This is an optimization exercise on Yosys and OpenROAD, whose aim is small area and a short achievable clock period, not a production implementation.
Only simulation tests tie the RTL to the original design; equivalence was not proved.
Power figures rest on the tool's default switching activity, not on a simulated workload.

==> inputs of trial 3 <==
==> flow/design.v <==
module bpred_table #(
    parameter int ADDR_W = 10,
    parameter int IDX_W  = 10,
    parameter int CTR_W  = 2,
    parameter int HIST_W = 8,
    parameter int MODE   = 1
) (
    input  logic              clk,
    input  logic              rst_n,
    input  logic              pred_valid,
    input  logic [ADDR_W-1:0] pred_addr,
    output logic              pred_ready,
    output logic              resp_valid,
    output logic              resp_taken,
    output logic [CTR_W-1:0]  resp_ctr,
    output logic [IDX_W-1:0]  resp_idx,
    input  logic              upd_valid,
    input  logic [IDX_W-1:0]  upd_idx,
    input  logic              upd_taken,
    output logic [HIST_W-1:0] ghr
);
    localparam int DEPTH = 1 << IDX_W;
    localparam int COL_W = IDX_W / 2;
    localparam int ROW_W = IDX_W - COL_W;
    localparam int NCOL  = 1 << COL_W;
    localparam int NROW  = 1 << ROW_W;
    localparam logic [CTR_W-1:0] CTR_WNT = CTR_W'((1 << (CTR_W - 1)) - 1);
    logic               ready;
    logic [IDX_W-1:0]   init_cnt;
    logic [DEPTH*CTR_W-1:0] tq;
    logic               pend_v;
    logic [IDX_W-1:0]   pend_idx;
    logic [CTR_W-1:0]   pend_val;
    logic               pred_fire;
    logic               upd_fire;
    logic [IDX_W-1:0]   pred_idx;
    logic               addr_unused;
    assign addr_unused = ^pred_addr;
    assign pred_ready = ready;
    assign pred_fire  = pred_valid && ready;
    assign upd_fire   = upd_valid && ready;
    always_ff @(posedge clk) begin
        if (!rst_n) begin
            ready    <= 1'b0;
            init_cnt <= '0;
        end else if (!ready) begin
            init_cnt <= init_cnt + IDX_W'(1);
            if (init_cnt == '1) ready <= 1'b1;
        end
    end
    logic [NROW-1:0]  row_we;
    logic [NCOL-1:0]  col_we;
    logic [CTR_W-1:0] wdata;
    always_comb begin
        for (int r = 0; r < NROW; r++)
            row_we[r] = !ready || (pend_v && pend_idx[IDX_W-1:COL_W] == ROW_W'(r));
        for (int c = 0; c < NCOL; c++)
            col_we[c] = !ready || (pend_idx[COL_W-1:0] == COL_W'(c));
        wdata = ready ? pend_val : CTR_WNT;
    end
    logic [DEPTH-1:0] ent_we;
    for (genvar e = 0; e < DEPTH; e++) begin : g_ent
        bp_nor2 u_we (.a(!row_we[e / NCOL]), .b(!col_we[e % NCOL]), .y(ent_we[e]));
        always_ff @(posedge clk) begin
            if (ent_we[e])
                tq[e*CTR_W +: CTR_W] <= wdata;
        end
    end
    logic [NCOL-1:0] p_csel, u_csel;
    logic [NROW-1:0] p_rsel, u_rsel;
    always_comb begin
        for (int c = 0; c < NCOL; c++) begin
            p_csel[c] = (pred_idx[COL_W-1:0] == COL_W'(c));
            u_csel[c] = (upd_idx[COL_W-1:0] == COL_W'(c));
        end
        for (int r = 0; r < NROW; r++) begin
            p_rsel[r] = (pred_idx[IDX_W-1:COL_W] == ROW_W'(r));
            u_rsel[r] = (upd_idx[IDX_W-1:COL_W] == ROW_W'(r));
        end
    end
    function automatic logic [CTR_W-1:0] sat_upd(input logic [CTR_W-1:0] v, input logic tk);
        logic [CTR_W-1:0] n;
        n = v;
        if (tk) begin
            if (v != '1) n = v + CTR_W'(1);
        end else begin
            if (v != '0) n = v - CTR_W'(1);
        end
        sat_upd = n;
    endfunction
    generate
        if (MODE == 1) begin : g_gshare
            logic [IDX_W-1:0] ghr_ext;
            always_comb begin
                ghr_ext              = '0;
                ghr_ext[HIST_W-1:0]  = ghr;
            end
            assign pred_idx = pred_addr[IDX_W-1:0] ^ ghr_ext;
        end else begin : g_bimodal
            assign pred_idx = pred_addr[IDX_W-1:0];
        end
    endgenerate
    logic [CTR_W-1:0] pred_raw;
    logic [CTR_W-1:0] upd_raw, upd_new;
    for (genvar b = 0; b < CTR_W; b++) begin : g_rd
        logic [DEPTH-1:0] tb;
        for (genvar e = 0; e < DEPTH; e++) begin : g_b
            assign tb[e] = tq[e*CTR_W + b];
        end
        bp_read u_pr (.t(tb), .csel(p_csel), .rsel(p_rsel), .y(pred_raw[b]));
        bp_read u_ur (.t(tb), .csel(u_csel), .rsel(u_rsel), .y(upd_raw[b]));
    end
    logic             pred_hit, upd_hit, upd_byp;
    logic [CTR_W-1:0] kq [4];
    logic [CTR_W-1:0] jq [4];
    logic [CTR_W-1:0] resp_ctr_d;
    assign pred_hit = pend_v && (pend_idx == pred_idx);
    assign upd_hit  = pend_v && (pend_idx == upd_idx);
    assign upd_byp  = upd_fire && (upd_idx == pred_idx);
    always_comb begin
        for (int v = 0; v < 4; v++) begin
            logic [CTR_W-1:0] cur;
            cur = pred_hit ? pend_val : CTR_W'(v);
            if (upd_byp) cur = sat_upd(cur, upd_taken);
            if (!rst_n)
                kq[v] = '0;
            else if (pred_fire)
                kq[v] = cur;
            else
                kq[v] = resp_ctr;
            jq[v] = sat_upd(upd_hit ? pend_val : CTR_W'(v), upd_taken);
        end
    end
    for (genvar b = 0; b < CTR_W; b++) begin : g_nx
        bp_mux4 u_rc (.d0(kq[0][b]), .d1(kq[1][b]), .d2(kq[2][b]), .d3(kq[3][b]),
                      .s0(pred_raw[0]), .s1(pred_raw[1]), .y(resp_ctr_d[b]));
        bp_mux4 u_pv (.d0(jq[0][b]), .d1(jq[1][b]), .d2(jq[2][b]), .d3(jq[3][b]),
                      .s0(upd_raw[0]), .s1(upd_raw[1]), .y(upd_new[b]));
    end
    always_ff @(posedge clk) begin
        pend_v   <= upd_fire;
        pend_idx <= upd_idx;
        pend_val <= upd_new;
        resp_ctr <= resp_ctr_d;
    end
    assign resp_taken = resp_ctr[CTR_W-1];
    always_ff @(posedge clk) begin
        if (!rst_n) begin
            resp_valid <= 1'b0;
            resp_idx   <= '0;
            ghr        <= '0;
        end else begin
            resp_valid <= pred_fire;
            if (pred_fire) begin
                resp_idx <= pred_idx;
            end
            if (upd_fire) begin
                ghr <= {ghr[HIST_W-2:0], upd_taken};
            end
        end
    end
endmodule
module bp_read (
    input  logic [1023:0] t,
    input  logic [31:0]   csel,
    input  logic [31:0]   rsel,
    output logic          y
);
    logic [31:0] h;
    for (genvar r = 0; r < 32; r++) begin : g_row
        logic [3:0]  g;
        for (genvar k = 0; k < 4; k++) begin : g_g
            bp_grp8 u_g (.cs(csel[8*k +: 8]), .t(t[r*32+8*k +: 8]), .y(g[k]));
        end
        assign h[r] = !(rsel[r] && (|g));
    end
    assign y = !(&h);
endmodule
module bp_aoi222 (input logic a1, a2, b1, b2, c1, c2, output logic y);
    assign y = !((a1 && a2) || (b1 && b2) || (c1 && c2));
endmodule
module bp_grp8 (input logic [7:0] cs, input logic [7:0] t, output logic y);
    logic [3:0] a;
    for (genvar k = 0; k < 4; k++) begin : g_a
        assign a[k] = !((cs[2*k] && t[2*k]) || (cs[2*k+1] && t[2*k+1]));
    end
    assign y = !(&a);
endmodule
module bp_mux4 (input logic d0, d1, d2, d3, s0, s1, output logic y);
    assign y = s1 ? (s0 ? d3 : d2) : (s0 ? d1 : d0);
endmodule
module bp_nand4 (input logic a, b, c, d, output logic y);
    assign y = !(a && b && c && d);
endmodule
module bp_nand3 (input logic a, b, c, output logic y);
    assign y = !(a && b && c);
endmodule
module bp_nand2 (input logic a, b, output logic y);
    assign y = !(a && b);
endmodule
module bp_nor2 (input logic a, b, output logic y);
    assign y = !(a || b);
endmodule
==> flow/run.sh <==
#!/bin/bash
# synth_recipe.tcl (not shown) runs the flow's synth.tcl, then flattens the netlist and writes it again
# the make line also repeats each setting of config.mk as NAME=value (left out here)
make -C /OpenROAD-flow-scripts/flow DESIGN_CONFIG=/design/flow/config.mk WORK_HOME=/design/flow/orfs CLKGATE_MAP_FILE= SYNTH_SCRIPT=/design/flow/synth_recipe.tcl finish
==> flow/config.mk <==
export PLATFORM = sky130hd
export DESIGN_NAME = bpred_table
export DESIGN_NICKNAME = bpred_table
export VERILOG_FILES = /design/flow/design.v
export SDC_FILE = /design/flow/constraint.sdc
export NUM_CORES = 4
export LEC_CHECK = 0
export CAP_MARGIN = 20
export CORE_MARGIN = 2
export CORE_UTILIZATION = 40
export CTS_BUF_LIST = sky130_fd_sc_hd__clkbuf_16
export CTS_CLUSTER_DIAMETER = 60
export CTS_CLUSTER_SIZE = 30
export SETUP_SLACK_MARGIN = 3
export SLEW_MARGIN = 20
export SYNTH_HIERARCHICAL = 1
export SYNTH_MINIMUM_KEEP_SIZE = 0
==> flow/constraint.sdc <==
create_clock -name core_clock -period 6.5 [get_ports {clk}]
set_input_delay 1.3000 -clock core_clock [delete_from_list [all_inputs] [get_ports {clk}]]
set_output_delay 1.3000 -clock core_clock [all_outputs]
set_load 0.01 [all_outputs]
==> inputs of trial 61, as changes to trial 3 <==
--- a/flow/design.v
+++ b/flow/design.v
@@ -100,15 +100,15 @@
             assign pred_idx = pred_addr[IDX_W-1:0];
         end
     endgenerate
-    logic [CTR_W-1:0] pred_raw;
-    logic [CTR_W-1:0] upd_raw, upd_new;
+    logic [CTR_W-1:0] pred_rawn;    
+    logic [CTR_W-1:0] upd_rawn, upd_new;
     for (genvar b = 0; b < CTR_W; b++) begin : g_rd
         logic [DEPTH-1:0] tb;
         for (genvar e = 0; e < DEPTH; e++) begin : g_b
             assign tb[e] = tq[e*CTR_W + b];
         end
-        bp_read u_pr (.t(tb), .csel(p_csel), .rsel(p_rsel), .y(pred_raw[b]));
-        bp_read u_ur (.t(tb), .csel(u_csel), .rsel(u_rsel), .y(upd_raw[b]));
+        bp_read u_pr (.t(tb), .csel(p_csel), .rsel(p_rsel), .yn(pred_rawn[b]));
+        bp_read u_ur (.t(tb), .csel(u_csel), .rsel(u_rsel), .yn(upd_rawn[b]));
     end
     logic             pred_hit, upd_hit, upd_byp;
     logic [CTR_W-1:0] kq [4];
@@ -132,10 +132,10 @@
         end
     end
     for (genvar b = 0; b < CTR_W; b++) begin : g_nx
-        bp_mux4 u_rc (.d0(kq[0][b]), .d1(kq[1][b]), .d2(kq[2][b]), .d3(kq[3][b]),
-                      .s0(pred_raw[0]), .s1(pred_raw[1]), .y(resp_ctr_d[b]));
-        bp_mux4 u_pv (.d0(jq[0][b]), .d1(jq[1][b]), .d2(jq[2][b]), .d3(jq[3][b]),
-                      .s0(upd_raw[0]), .s1(upd_raw[1]), .y(upd_new[b]));
+        bp_mux4 u_rc (.d0(kq[3][b]), .d1(kq[2][b]), .d2(kq[1][b]), .d3(kq[0][b]),
+                      .s0(pred_rawn[0]), .s1(pred_rawn[1]), .y(resp_ctr_d[b]));
+        bp_mux4 u_pv (.d0(jq[3][b]), .d1(jq[2][b]), .d2(jq[1][b]), .d3(jq[0][b]),
+                      .s0(upd_rawn[0]), .s1(upd_rawn[1]), .y(upd_new[b]));
     end
     always_ff @(posedge clk) begin
         pend_v   <= upd_fire;
@@ -164,17 +164,39 @@
     input  logic [1023:0] t,
     input  logic [31:0]   csel,
     input  logic [31:0]   rsel,
-    output logic          y
+    output logic          yn
 );
-    logic [31:0] h;
+    logic [127:0] g;
+    logic [63:0]  h;
     for (genvar r = 0; r < 32; r++) begin : g_row
-        logic [3:0]  g;
         for (genvar k = 0; k < 4; k++) begin : g_g
-            bp_grp8 u_g (.cs(csel[8*k +: 8]), .t(t[r*32+8*k +: 8]), .y(g[k]));
-        end
-        assign h[r] = !(rsel[r] && (|g));
-    end
-    assign y = !(&h);
+            bp_grp8 u_g (.cs(csel[8*k +: 8]), .t(t[r*32+8*k +: 8]), .y(g[4*r+k]));
+        end
+        for (genvar j = 0; j < 2; j++) begin : g_h
+            bp_oai21 u_h (.a1(g[4*r+2*j]), .a2(g[4*r+2*j+1]), .b1(rsel[r]), .y(h[2*r+j]));
+        end
+    end
+    logic [31:0] l1;
+    logic [15:0] l2;
+    logic [7:0]  l3;
+    logic [3:0]  l4;
+    logic [1:0]  l5;
+    for (genvar i = 0; i < 32; i++) begin : g_l1
+        bp_nand2 u (.a(h[2*i]), .b(h[2*i+1]), .y(l1[i]));
+    end
+    for (genvar i = 0; i < 16; i++) begin : g_l2
+        bp_nor2 u (.a(l1[2*i]), .b(l1[2*i+1]), .y(l2[i]));
+    end
+    for (genvar i = 0; i < 8; i++) begin : g_l3
+        bp_nand2 u (.a(l2[2*i]), .b(l2[2*i+1]), .y(l3[i]));
+    end
+    for (genvar i = 0; i < 4; i++) begin : g_l4
+        bp_nor2 u (.a(l3[2*i]), .b(l3[2*i+1]), .y(l4[i]));
+    end
+    for (genvar i = 0; i < 2; i++) begin : g_l5
+        bp_nand2 u (.a(l4[2*i]), .b(l4[2*i+1]), .y(l5[i]));
+    end
+    bp_nor2 u_y (.a(l5[0]), .b(l5[1]), .y(yn));
 endmodule
 module bp_aoi222 (input logic a1, a2, b1, b2, c1, c2, output logic y);
     assign y = !((a1 && a2) || (b1 && b2) || (c1 && c2));
@@ -186,6 +208,9 @@
     end
     assign y = !(&a);
 endmodule
+module bp_oai21 (input logic a1, a2, b1, output logic y);
+    assign y = !((a1 || a2) && b1);
+endmodule
 module bp_mux4 (input logic d0, d1, d2, d3, s0, s1, output logic y);
     assign y = s1 ? (s0 ? d3 : d2) : (s0 ? d1 : d0);
 endmodule
--- a/flow/config.mk
+++ b/flow/config.mk
@@ -11,6 +11,7 @@
 export CTS_BUF_LIST = sky130_fd_sc_hd__clkbuf_16
 export CTS_CLUSTER_DIAMETER = 60
 export CTS_CLUSTER_SIZE = 30
+export PLACE_DENSITY = 0.8
 export SETUP_SLACK_MARGIN = 3
 export SLEW_MARGIN = 20
 export SYNTH_HIERARCHICAL = 1
==> inputs of build 67, as changes to trial 3 <==
--- a/flow/design.v
+++ b/flow/design.v
@@ -100,8 +100,8 @@
             assign pred_idx = pred_addr[IDX_W-1:0];
         end
     endgenerate
-    logic [CTR_W-1:0] pred_raw;
-    logic [CTR_W-1:0] upd_raw, upd_new;
+    logic [CTR_W-1:0] pred_raw, pred_cur, pred_new;
+    logic [CTR_W-1:0] upd_raw, upd_cur, upd_new;
     for (genvar b = 0; b < CTR_W; b++) begin : g_rd
         logic [DEPTH-1:0] tb;
         for (genvar e = 0; e < DEPTH; e++) begin : g_b
@@ -110,48 +110,29 @@
         bp_read u_pr (.t(tb), .csel(p_csel), .rsel(p_rsel), .y(pred_raw[b]));
         bp_read u_ur (.t(tb), .csel(u_csel), .rsel(u_rsel), .y(upd_raw[b]));
     end
-    logic             pred_hit, upd_hit, upd_byp;
-    logic [CTR_W-1:0] kq [4];
-    logic [CTR_W-1:0] jq [4];
-    logic [CTR_W-1:0] resp_ctr_d;
-    assign pred_hit = pend_v && (pend_idx == pred_idx);
-    assign upd_hit  = pend_v && (pend_idx == upd_idx);
-    assign upd_byp  = upd_fire && (upd_idx == pred_idx);
-    always_comb begin
-        for (int v = 0; v < 4; v++) begin
-            logic [CTR_W-1:0] cur;
-            cur = pred_hit ? pend_val : CTR_W'(v);
-            if (upd_byp) cur = sat_upd(cur, upd_taken);
-            if (!rst_n)
-                kq[v] = '0;
-            else if (pred_fire)
-                kq[v] = cur;
-            else
-                kq[v] = resp_ctr;
-            jq[v] = sat_upd(upd_hit ? pend_val : CTR_W'(v), upd_taken);
-        end
-    end
-    for (genvar b = 0; b < CTR_W; b++) begin : g_nx
-        bp_mux4 u_rc (.d0(kq[0][b]), .d1(kq[1][b]), .d2(kq[2][b]), .d3(kq[3][b]),
-                      .s0(pred_raw[0]), .s1(pred_raw[1]), .y(resp_ctr_d[b]));
-        bp_mux4 u_pv (.d0(jq[0][b]), .d1(jq[1][b]), .d2(jq[2][b]), .d3(jq[3][b]),
-                      .s0(upd_raw[0]), .s1(upd_raw[1]), .y(upd_new[b]));
-    end
+    assign pred_cur = (pend_v && pend_idx == pred_idx) ? pend_val : pred_raw;
+    assign pred_new = sat_upd(pred_cur, upd_taken);
+    assign upd_cur  = (pend_v && pend_idx == upd_idx) ? pend_val : upd_raw;
+    assign upd_new  = sat_upd(upd_cur, upd_taken);
     always_ff @(posedge clk) begin
         pend_v   <= upd_fire;
         pend_idx <= upd_idx;
         pend_val <= upd_new;
-        resp_ctr <= resp_ctr_d;
     end
     assign resp_taken = resp_ctr[CTR_W-1];
     always_ff @(posedge clk) begin
         if (!rst_n) begin
             resp_valid <= 1'b0;
+            resp_ctr   <= '0;
             resp_idx   <= '0;
             ghr        <= '0;
         end else begin
             resp_valid <= pred_fire;
             if (pred_fire) begin
+                if (upd_fire && (upd_idx == pred_idx))
+                    resp_ctr <= pred_new;
+                else
+                    resp_ctr <= pred_cur;
                 resp_idx <= pred_idx;
             end
             if (upd_fire) begin
@@ -168,26 +149,24 @@
 );
     logic [31:0] h;
     for (genvar r = 0; r < 32; r++) begin : g_row
-        logic [3:0]  g;
-        for (genvar k = 0; k < 4; k++) begin : g_g
-            bp_grp8 u_g (.cs(csel[8*k +: 8]), .t(t[r*32+8*k +: 8]), .y(g[k]));
+        logic [10:0] a;
+        logic [2:0]  g;
+        for (genvar k = 0; k < 10; k++) begin : g_a
+            bp_aoi222 u_a (.a1(csel[3*k]),   .a2(t[r*32+3*k]),
+                           .b1(csel[3*k+1]), .b2(t[r*32+3*k+1]),
+                           .c1(csel[3*k+2]), .c2(t[r*32+3*k+2]), .y(a[k]));
         end
-        assign h[r] = !(rsel[r] && (|g));
+        bp_aoi222 u_a10 (.a1(csel[30]), .a2(t[r*32+30]), .b1(csel[31]), .b2(t[r*32+31]),
+                         .c1(csel[31]), .c2(t[r*32+31]), .y(a[10]));
+        bp_nand4 u_g0 (.a(a[0]), .b(a[1]), .c(a[2]), .d(a[3]), .y(g[0]));
+        bp_nand4 u_g1 (.a(a[4]), .b(a[5]), .c(a[6]), .d(a[7]), .y(g[1]));
+        bp_nand3 u_g2 (.a(a[8]), .b(a[9]), .c(a[10]), .y(g[2]));
+        assign h[r] = !(rsel[r] && (g[0] || g[1] || g[2]));
     end
     assign y = !(&h);
 endmodule
 module bp_aoi222 (input logic a1, a2, b1, b2, c1, c2, output logic y);
     assign y = !((a1 && a2) || (b1 && b2) || (c1 && c2));
-endmodule
-module bp_grp8 (input logic [7:0] cs, input logic [7:0] t, output logic y);
-    logic [3:0] a;
-    for (genvar k = 0; k < 4; k++) begin : g_a
-        assign a[k] = !((cs[2*k] && t[2*k]) || (cs[2*k+1] && t[2*k+1]));
-    end
-    assign y = !(&a);
-endmodule
-module bp_mux4 (input logic d0, d1, d2, d3, s0, s1, output logic y);
-    assign y = s1 ? (s0 ? d3 : d2) : (s0 ? d1 : d0);
 endmodule
 module bp_nand4 (input logic a, b, c, d, output logic y);
     assign y = !(a && b && c && d);
--- a/flow/config.mk
+++ b/flow/config.mk
@@ -8,10 +8,6 @@
 export CAP_MARGIN = 20
 export CORE_MARGIN = 2
 export CORE_UTILIZATION = 40
-export CTS_BUF_LIST = sky130_fd_sc_hd__clkbuf_16
-export CTS_CLUSTER_DIAMETER = 60
-export CTS_CLUSTER_SIZE = 30
-export SETUP_SLACK_MARGIN = 3
 export SLEW_MARGIN = 20
 export SYNTH_HIERARCHICAL = 1
 export SYNTH_MINIMUM_KEEP_SIZE = 0
==> summary.txt <==
- The met1 demand-to-capacity share in global routing is around 38%.
- The non-clock buffer instance count of the final layout is 342.
- The run finished with no timing, DRC or antenna violations.
- The number of iterations in the first detailed-routing pass is 17.
- The overall die area is 221000 sq um.
- The post-synthesis share of cell area spent on xor and xnor gates is less than 1%.
- 3 antenna diodes ended up in the layout.
The numbers above come from build 67.

==> summary.txt <==
- The post-synthesis share of cell area spent on xor and xnor gates is 0.774%.
- The overall die area is 228000 sq um.
- The number of iterations in the first detailed-routing pass is 10.
- The run finished with no timing, DRC or antenna violations.
- The met1 demand-to-capacity share in global routing is 40.6%.
- The number of antenna repair diodes is 29.
- After layout, the buffer instance count without clock buffers stands at ~630.
The numbers above come from trial 3.

==> summary.txt <==
- The floorplan step defined a die boundary enclosing 230000 sq um.
- The run finished with no timing, DRC or antenna violations.
- The met1 demand-to-capacity share in global routing is ~34%.
- The first TritonRoute pass finished after 12 iterations.
- The number of antenna diodes in the final layout is 15.
- The switching power summed over all nets is between 0.006 and 0.007 W.
- The synthesized netlist devotes 0.767% of its cell area to XOR and XNOR gates.
- Leaving out the clock tree, the finished layout contains a buffer count of 608.
The numbers above come from trial 61.

## re-timing with driven ports
No port has a modelled driver above. Below, the same layouts with a new extraction and two added sets of constraints. Step 1, drivers: a clkbuf_16 drives clk and a buf_2 each remaining input, both assumed. Step 2 moves the port delays by t, midway between the first and last clock arrival at a register: inputs arrive t later, outputs are due t later. That takes back most of the time a late clock gives input paths. Slacks: ideal ports / drivers / drivers and shift; pairs: ideal ports / drivers.
run	t, ns	slack for setup (ns)	hold slack, ns	worst slew at a driven data input, ns
trial 3	0.944	2.015 / 1.978 / 1.034	0.477 / 0.477 / 0.477	0.21
trial 61	0.920	2.336 / 2.350 / 1.430	0.505 / 0.505 / 0.505	0.42
build 67	0.938	0.621 / 0.675 / -0.263	0.485 / 0.485 / 0.485	0.18
Met with ideal ports but missed after step 2: setup timing in build 67. For trial 3, which loses most, drivers alone change the setup slack by -0.037 ns; drivers and shift together by -0.981 ns.
